From an optimization exercise on the open Yosys and OpenROAD flow, aimed at small area, a short achievable clock period and few clock cycles per item; shortcuts taken in it are not production practice. Only simulation tests tie the RTL to the original design; equivalence was not proved.

## flow/config.mk

```make
export PLATFORM = sky130hd
export DESIGN_NAME = signed_integer_to_radix_digits_unit
export DESIGN_NICKNAME = signed_integer_to_radix_digits_unit
export VERILOG_FILES = /design/flow/design.v
export SDC_FILE = /design/flow/constraint.sdc
export NUM_CORES = 4
export LEC_CHECK = 0
export CAP_MARGIN = 20
export CORE_MARGIN = 2
export CORE_UTILIZATION = 40
export SLEW_MARGIN = 20
```

## flow/constraint.sdc

```tcl
create_clock -name core_clock -period 11.0 [get_ports {clock}]
set_input_delay 2.2000 -clock core_clock [delete_from_list [all_inputs] [get_ports {clock}]]
set_output_delay 2.2000 -clock core_clock [all_outputs]
set_load 0.01 [all_outputs]
```

## flow/design.v

```verilog
`timescale 1ns / 1ps
`default_nettype none
package sitrd_pkg;
   localparam int NUM_W      = 32;
   localparam int SYM_W      = 8;
   localparam int RADIX_W    = 5;
   localparam int DIGIT_W    = 4;
   localparam int SYM_COUNT  = 16;
   localparam int COUNT_W    = 6;
   localparam int MAX_DIGITS = 32;
   localparam int MAX_BASE   = 16;
   localparam int CSR_DATA_W = 64;
   localparam int CSR_ADDR_W = 5;
   localparam logic [1:0] REG_RADIX        = 2'd0;
   localparam logic [1:0] REG_SYMBOLS_LOW  = 2'd1;
   localparam logic [1:0] REG_SYMBOLS_HIGH = 2'd2;
   localparam logic [RADIX_W-1:0]    RADIX_RESET        = 5'd10;
   localparam logic [CSR_DATA_W-1:0] SYMBOLS_LOW_RESET  = 64'h3736_3534_3332_3130;
   localparam logic [CSR_DATA_W-1:0] SYMBOLS_HIGH_RESET = 64'h0000_0000_0000_3938;
   localparam logic [SYM_W-1:0] SYM_PLUS  = 8'h2B;
   localparam logic [SYM_W-1:0] SYM_MINUS = 8'h2D;
   typedef struct packed {
      logic load;
      logic mul;
      logic div;
      logic out_sign;
      logic out_digit;
      logic out_error;
   } dp_cmd_type;
   typedef struct packed {
      logic err;
      logic neg;
      logic mag_zero;
      logic count_zero;
      logic count_full;
      logic last_digit;
   } dp_status_type;
endpackage
`default_nettype wire
`timescale 1ns / 1ps
`timescale 1ns / 1ps
`timescale 1ns / 1ps
`default_nettype none
module signed_integer_to_radix_digits_unit #(
   parameter int MAX_BASE = sitrd_pkg::MAX_BASE
) (
   input  wire logic                                  clock,
   input  wire logic                                  reset,
   input  wire logic                                  req_tvalid,
   output logic                                       req_tready,
   input  wire logic signed [sitrd_pkg::NUM_W-1:0]    req_tdata,
   output logic                                       rsp_tvalid,
   input  wire logic                                  rsp_tready,
   output logic [sitrd_pkg::SYM_W-1:0]                rsp_tdata,
   output logic                                       rsp_tlast,
   output logic                                       rsp_tuser,
   input  wire logic                                  csr_psel,
   input  wire logic                                  csr_penable,
   input  wire logic                                  csr_pwrite,
   input  wire logic [sitrd_pkg::CSR_ADDR_W-1:0]      csr_paddr,
   input  wire logic [sitrd_pkg::CSR_DATA_W-1:0]      csr_pwdata,
   output logic [sitrd_pkg::CSR_DATA_W-1:0]           csr_prdata,
   output logic                                       csr_pready
);
   localparam int QW = 42;    
   localparam int CH = 11;    
   logic [4:0]  radix_ff;
   logic [63:0] symbols_low_ff;
   logic [63:0] symbols_high_ff;
   logic        csr_write;
   logic [1:0]  csr_index;
   assign csr_pready = 1'b1;
   assign csr_write  = csr_psel && csr_penable && csr_pwrite;
   assign csr_index  = csr_paddr[4:3];
   always_ff @(posedge clock) begin
      if (reset) begin
         radix_ff        <= sitrd_pkg::RADIX_RESET;
         symbols_low_ff  <= sitrd_pkg::SYMBOLS_LOW_RESET;
         symbols_high_ff <= sitrd_pkg::SYMBOLS_HIGH_RESET;
      end else if (csr_write) begin
         case (csr_index)
            2'd0:    radix_ff        <= csr_pwdata[4:0];
            2'd1:    symbols_low_ff  <= csr_pwdata;
            2'd2:    symbols_high_ff <= csr_pwdata;
            default: ;
         endcase
      end
   end
   always_comb begin
      case (csr_index)
         2'd0:    csr_prdata = {59'd0, radix_ff};
         2'd1:    csr_prdata = symbols_low_ff;
         2'd2:    csr_prdata = symbols_high_ff;
         default: csr_prdata = '0;
      endcase
   end
   logic [7:0] syms [0:15];
   always_comb begin
      for (int k = 0; k < 8; k++) begin
         syms[k]     = symbols_low_ff[k*8 +: 8];
         syms[k + 8] = symbols_high_ff[k*8 +: 8];
      end
   end
   logic [4:0] n;         
   assign n = (radix_ff > 5'd16) ? 5'd16 : radix_ff;
   logic       cfg_pow2;        
   logic [1:0] cfg_wm1;         
   logic [3:0] cfg_k0, cfg_k1;  
   logic       cfg_n0;          
   logic [3:0] cfg_n;           
   always_ff @(posedge clock) begin
      cfg_pow2 <= (n == 5'd2) || (n == 5'd4) || (n == 5'd8) || (n == 5'd16) || (n < 5'd2);
      cfg_wm1  <= (n <= 5'd2) ? 2'd0 : (n <= 5'd4) ? 2'd1 : (n <= 5'd8) ? 2'd2 : 2'd3;
      cfg_k0   <= n[4:1] + {3'd0, n[0]};
      cfg_k1   <= n[4:1];
      cfg_n0   <= n[0];
      cfg_n    <= n[3:0];
   end
   logic       chk_busy;
   logic [3:0] chk_k;
   logic       chk_bad;
   logic       alpha_ok;
   logic [3:0] sym_idx;
   logic [7:0] sym_out;
   logic [15:0] chk_eq;
   logic       chk_hit;
   logic       chk_end;
   assign sym_out = syms[sym_idx];
   always_comb begin
      for (int j = 0; j < 16; j++)
         chk_eq[j] = (syms[j] == sym_out) && (4'(j) > chk_k) && (5'(j) < n);
      chk_hit = (5'(chk_k) < n) &&
                ((sym_out == 8'h00) || (sym_out == sitrd_pkg::SYM_PLUS) ||
                 (sym_out == sitrd_pkg::SYM_MINUS) || (|chk_eq));
      chk_end = (chk_k == 4'd15) || (5'(chk_k) + 5'd1 >= n);
   end
   always_ff @(posedge clock) begin
      if (reset) begin
         chk_busy <= 1'b0;
         chk_k    <= '0;
         chk_bad  <= 1'b0;
         alpha_ok <= 1'b1;
      end else if (csr_write) begin
         chk_busy <= 1'b1;
         chk_k    <= '0;
         chk_bad  <= 1'b0;
      end else if (chk_busy) begin
         chk_k   <= chk_k + 4'd1;
         chk_bad <= chk_bad || chk_hit;
         if (chk_end) begin
            chk_busy <= 1'b0;
            alpha_ok <= !(chk_bad || chk_hit) && (n >= 5'd2);
         end
      end
   end
   logic [31:0]   x_ff;
   logic          neg_c;
   logic [QW-1:0] q_ff, q_next;
   logic [5:0]    qcnt_ff, qcnt_next;
   logic          c_busy, c_done;      
   logic          dstart;              
   logic [1:0]    cpos_ff, cpos;
   logic [3:0]    r_ff, r_in;
   logic [CH-1:0] cbits, qbits;
   logic [3:0]    r_out;
   logic          digit_ok;            
   logic [3:0]    digit;
   logic          last_digit;
   logic [31:0]   x_next;
   logic          transfer;
   logic          o_free;
   logic nz2, nz1;
   assign nz2 = |x_ff[31:22];
   assign nz1 = |x_ff[21:11];
   assign cpos = dstart ? (nz2 ? 2'd2 : nz1 ? 2'd1 : 2'd0) : cpos_ff;
   assign r_in = dstart ? 4'd0 : r_ff;
   always_comb begin
      case (cpos)
         2'd2:    cbits = {1'b0, x_ff[31:22]};
         2'd1:    cbits = x_ff[21:11];
         default: cbits = x_ff[10:0];
      endcase
   end
   always_comb begin
      logic [3:0] rr, kk, dd;
      logic       bb, ge;
      rr = r_in;
      for (int i = CH - 1; i >= 0; i--) begin
         bb = cbits[i];
         kk = bb ? cfg_k1 : cfg_k0;
         ge = (rr >= kk);
         dd = rr - kk;
         qbits[i] = ge;
         rr = ge ? {dd[2:0], bb ^ cfg_n0} : {rr[2:0], bb};
      end
      r_out = rr;
   end
   logic [31:0] x_shr;
   logic [3:0]  pdigit;
   always_comb begin
      case (cfg_wm1)
         2'd0:    begin x_shr = {1'b0, x_ff[31:1]}; pdigit = {3'b0, x_ff[0]};   end
         2'd1:    begin x_shr = {2'b0, x_ff[31:2]}; pdigit = {2'b0, x_ff[1:0]}; end
         2'd2:    begin x_shr = {3'b0, x_ff[31:3]}; pdigit = {1'b0, x_ff[2:0]}; end
         default: begin x_shr = {4'b0, x_ff[31:4]}; pdigit = x_ff[3:0];         end
      endcase
   end
   always_comb begin
      x_next     = x_ff;
      digit_ok   = 1'b0;
      digit      = '0;
      last_digit = 1'b0;
      if (cfg_pow2) begin
         x_next     = x_shr;
         digit_ok   = 1'b1;
         digit      = pdigit;
         last_digit = (x_shr == '0);
      end else begin
         case (cpos)
            2'd2:    x_next[31:22] = qbits[9:0];
            2'd1:    x_next[21:11] = qbits;
            default: x_next[10:0]  = qbits;
         endcase
         digit_ok   = (cpos == 2'd0);
         digit      = r_out;
         last_digit = (x_ff[31:11] == '0) && (r_in == 4'd0) &&
                      (x_ff[10:4] == '0) && (x_ff[3:0] < cfg_n);
      end
   end
   always_comb begin
      q_next = q_ff;
      if (c_busy && digit_ok) begin
         case (cfg_wm1)
            2'd0:    q_next = {digit[0],   q_ff[QW-1:1]};
            2'd1:    q_next = {digit[1:0], q_ff[QW-1:2]};
            2'd2:    q_next = {digit[2:0], q_ff[QW-1:3]};
            default: q_next = {digit[3:0], q_ff[QW-1:4]};
         endcase
      end
      qcnt_next = qcnt_ff + ((c_busy && digit_ok) ? 6'd1 : 6'd0);
   end
   logic c_finish;    
   assign c_finish  = c_busy && digit_ok && last_digit;
   assign transfer  = (c_finish || c_done) && o_free && !chk_busy;
   assign req_tready = !c_busy && !c_done;
   always_ff @(posedge clock) begin
      if (reset) begin
         c_busy <= 1'b0;
         c_done <= 1'b0;
      end else begin
         if (req_tvalid && req_tready) begin
            c_busy <= 1'b1;
         end else if (c_finish) begin
            c_busy <= 1'b0;
            c_done <= !transfer;
         end else if (transfer) begin
            c_done <= 1'b0;
         end
      end
   end
   always_ff @(posedge clock) begin
      if (req_tvalid && req_tready) begin
         x_ff    <= req_tdata[31] ? (32'd0 - req_tdata) : req_tdata;
         neg_c   <= req_tdata[31];
         qcnt_ff <= '0;
         dstart  <= 1'b1;
         r_ff    <= '0;
         cpos_ff <= '0;
      end else if (c_busy) begin
         x_ff    <= x_next;
         q_ff    <= q_next;
         qcnt_ff <= qcnt_next;
         r_ff    <= r_out;
         dstart  <= digit_ok;
         cpos_ff <= cpos - 2'd1;
      end
   end
   logic [QW-1:0] s_ff;
   logic [5:0]    ocnt;
   logic          osign, oerr, o_valid;
   logic [3:0]    o_digit;
   always_comb begin
      case (cfg_wm1)
         2'd0:    o_digit = {3'b0, s_ff[QW-1]};
         2'd1:    o_digit = {2'b0, s_ff[QW-1:QW-2]};
         2'd2:    o_digit = {1'b0, s_ff[QW-1:QW-3]};
         default: o_digit = s_ff[QW-1:QW-4];
      endcase
   end
   assign sym_idx  = chk_busy ? chk_k : o_digit;
   assign o_free   = !o_valid || (rsp_tready && (oerr || (!osign && ocnt == 6'd1)));
   assign rsp_tvalid = o_valid;
   assign rsp_tdata  = oerr ? 8'h00 : osign ? sitrd_pkg::SYM_MINUS : sym_out;
   assign rsp_tlast  = oerr || (!osign && ocnt == 6'd1);
   assign rsp_tuser  = oerr;
   always_ff @(posedge clock) begin
      if (reset) begin
         o_valid <= 1'b0;
      end else if (transfer) begin
         o_valid <= 1'b1;
      end else if (o_valid && rsp_tready && rsp_tlast) begin
         o_valid <= 1'b0;
      end
   end
   always_ff @(posedge clock) begin
      if (transfer) begin
         s_ff  <= c_done ? q_ff : q_next;
         ocnt  <= c_done ? qcnt_ff : qcnt_next;
         osign <= neg_c && alpha_ok;
         oerr  <= !alpha_ok;
      end else if (o_valid && rsp_tready) begin
         if (osign) begin
            osign <= 1'b0;
         end else begin
            case (cfg_wm1)
               2'd0:    s_ff <= {s_ff[QW-2:0], 1'b0};
               2'd1:    s_ff <= {s_ff[QW-3:0], 2'b0};
               2'd2:    s_ff <= {s_ff[QW-4:0], 3'b0};
               default: s_ff <= {s_ff[QW-5:0], 4'b0};
            endcase
            ocnt <= ocnt - 6'd1;
         end
      end
   end
endmodule
`default_nettype wire
```

## flow/run.sh

```bash
#!/bin/bash
# synth_recipe.tcl (not shown) runs the flow's synth.tcl, then flattens the netlist and writes it again
# the make line also repeats each setting of config.mk as NAME=value (left out here)
make -C /OpenROAD-flow-scripts/flow DESIGN_CONFIG=/design/flow/config.mk WORK_HOME=/design/flow/orfs CLKGATE_MAP_FILE= SYNTH_SCRIPT=/design/flow/synth_recipe.tcl finish
```

==> summary.txt <==
cell type report:
cell class / instances / area share, %
inverters: 98 / 1.33
well taps: 756 / 3.39
clock buffers: 56 / 3.67
clock inverters: 8 / 0.443
diodes: 1 / 0.00896
repair buffers: 377 / 11.8
multi-input cells: 2165 / 53.8
flip-flops and latches: 293 / 25.5
flip-flops by register name, indices dropped and copies added, names as in the netlist, 4 cells and up:
name	cells
x_ff	32
ocnt	6
r_ff	4
symbols_high_ff	64
qcnt_ff	6
cfg_k0	4
symbols_low_ff	64
q_ff	42
s_ff	42
chk_k	4
radix_ff	5
what timing repair did:
action	CTS	global route
pin swaps	26	33
buffers inserted	21	16
resized for setup	46	27
setup endpoints to repair	24	27
worst max-delay path by stage:
stage	from	endpoint	depth (start not counted)
5_1_grt	x_ff[22]$_DFFE_PP_	s_ff[39]$_DFFE_PP_	96
4_1_cts	x_ff[27]$_DFFE_PP_	s_ff[39]$_DFFE_PP_	95
3_3_place_gp	x_ff[25]$_DFFE_PP_	s_ff[39]$_DFFE_PP_	95
6_report	x_ff[23]$_DFFE_PP_	s_ff[40]$_DFFE_PP_	95
3_5_place_dp	x_ff[25]$_DFFE_PP_	s_ff[39]$_DFFE_PP_	95
2_1_floorplan	x_ff[25]$_DFFE_PP_	s_ff[39]$_DFFE_PP_	96
worst max-delay path, delay by kind of cell (launching register included):
kind	cells	cell delay (ps)
xor+xnor	10	1390
fa+ha+maj	23	5870
simple gates	24	3250
buf+inv	5	480
compound gates	31	4070
mux	2	410
flops	1	400
routing by layer:
layer / global-route usage (%) / vias to the layer above / share of wire (%)
met5: 0 / - / 0.037
met2: 44.2 / 1030 / 43
met4: 8.77 / 4 / 2.9
li1: - / 10400 / -
met3: 5.84 / 176 / 9.1
met1: 43.0 / 11200 / 45
placed cells by master, fill, tap and decap left out, types with 12 or more instances in the layout:
master,instances
a22o_1,64
nand3b_1,30
a221oi_1,12
mux4_2,45
mux2i_1,161
dfxtp_1,163
o21ai_0,135
xnor2_1,49
nand2_1,605
nor2b_1,27
o221ai_1,19
nand4_1,21
o211ai_1,21
a22oi_1,25
a21o_1,20
clkbuf_1,15
nand3_1,72
clkbuf_16,36
nor2_1,131
a211oi_1,17
edfxtp_1,125
mux2_2,20
xor2_1,58
ha_1,56
clkdlybuf4s50_1,179
nor3_1,24
or4_1,13
a21oi_1,203
nor4_1,22
inv_1,87
o31ai_1,14
buf_4,193
metrics by stage:
step / TNS [ps]
2_1_floorplan: -87380
3_3_place_gp: -82630
3_5_place_dp: -96330
4_1_cts: -86850
5_1_grt: -108290
6_report: -91050
logic make-up after synthesis:
kind of cell | Yosys count
other | 1
flip-flops | 293
AND/OR/NAND/NOR | 1024
AO/OA/AOI/OAI | 702
adder cells (fa/ha/maj) | 81
XOR/XNOR | 117
buffers and inverters | 304
multiplexers | 240
==> out/results.ini <==
[drt]
wl_per_cell_um = 24.0
drt_wl_total_um = 90000
via_count = 22800
drc = 0
ant_nets = 0
first_pass_iters = 12
avgViaCountPerCell = 6.09
drt_iter0_drc = 2268

[floorplanning]
die_y_um = 243
start_util_pct = 40.4
rows = 87
io_pins = 185
chipWidth_um = 243
die_area_um2 = 58900
design.core.area_um2 = 56400

[sta]
final.min_clock_period_ps = 16160
min_period_over_period_pct = 147
worst_pin_slew_ps = 1190
rsz0062_at_grt = true
hold_viol_final = 0
slew_headroom_pct = 18.6
whs_ps = 468
finalClockSkew_ps = 15.2
finalSetupViolCount = 24
timing.final.ws_setup_ps = -5160
drv_slew = 0
max_freq_mhz = 61.9

[setup_path]
setup.worst_path.class = reg -> reg
crit_slowest_cell = or4_4
critPathRequiredTime_ps = 11280
start_kind = flop
end_kind = flop
critPathMaxStageDelay_ps = 540
timing.rr.end = s_ff[40]$_DFFE_PP_
arrival_ps = 16440
reg2reg_from = x_ff[23]$_DFFE_PP_
crit_fanout = 5
cpMostUsedCell = a21o_1
rrSetupSlack_ps = -5160
reg2reg_depth = 95

[clocking]
htree_levels = 2
cts_inserted_buffers = 36
cts_sinks = 293
clk_latency_ps = 570
clk_path_buf_depth = 3
cts-root-buf = clkbuf_16
cts.clk_slew.worst_paths_ps = 60
cts_hold_buf = 0
cts_tree = done

[synth]
syn-num-nets = 2951
yosys-mux-area-fraction_pct = 13.2
synth_xor_area_share_pct = 4.50
synth_edf_count = 125
synth_compound_area_share_pct = 20.8
ys.flop_type = dfxtp_1
syn_avg_cell_area_um2 = 8.25
synth_simple_gate_area_share_pct = 19.9
synthAdderAreaFrac_pct = 4.81
synth_seq_cells = 293
synth-seq-area-share_pct = 31.3
yosysUniqueCellTypes = 99
yosys-top-cells-count = nand2_1 (613), a21oi_1 (218), dfxtp_1 (168), mux2i_1 (165), o21ai_0 (146)
synth.top_cell.area_share_pct = 16.5
synthTopCellsByArea = edfxtp_1 (16%), dfxtp_1 (15%), nand2_1 (10%), mux2i_1 (7.3%), a21oi_1 (4.8%)
async_reset_ff_share_pct = 0
yosysMostFrequentCell = nand2_1
synth_top_area_cell = edfxtp_1
syn_area_um2 = 22800
synth_top_family_by_area = compound AO/OA/AOI/OAI gates
synth_cells = 2762
ys_warn_count = 2

[place]
pre_cts_ws_ps = -5390
placed_area_um2 = 26100
dpl.hpwl_um = 64600
dp.cells = 3652
gp_congestion = 1.02
port_buffers = 180

[final_layout]
drive_gt1_share_pct = 15.6
area_growth_syn_to_layout_pct = 22.7
regArea_um2 = 7130
fin_util_pct = 49.5
design_area_um2 = 27900
n_fill_cell = 5350
instances_no_fill = 3754
final_nets = 3160
multi_input_area_um2 = 15000

[grt]
track_usage_pct = 29.5
antenna_found_initial = 2
overflow = 0
grt_start_max_net_pins = 96
grt_pass1_vias = 21900
grt_pass1_wl_um = 135000

[min_path]
min-delay-start = chk_bad$_SDFFE_PP0P_
min_path_cells = 1
min_path_type = reg -> reg
min_to = alpha_ok$_SDFFE_PP1P_

[status]
outcome = failed layout checks
failed_checks = negative setup slack

[job]
max-cap-violations = 0

Testbench counts, summed over its fixed seeds: cycles 54,100, items 4,800.

## what the ideal ports hide
Ports are ideal in the flow. The routed layout listed here was re-timed in OpenROAD. Step 1, drivers: a clkbuf_16 drives clock and a buf_2 each remaining input, both assumed. Step 2 times the ports against the registers' clock, not the clock port: input delays grow and output delays shrink by t, the midpoint of the rising clock arrivals with the driver on. a / b / c = no drivers / after step 1 / after step 2; a / b = the first two.
t, ns: 0.619
setup WS [ns]: -5.161 / -5.161 / -5.161
hold slack, ns: 0.468 / 0.468 / 0.468
latest minus earliest clock arrival (ns): 0.022 / 0.023
For this run, drivers alone change the setup slack by 0.000 ns; drivers and shift together by 0.000 ns.
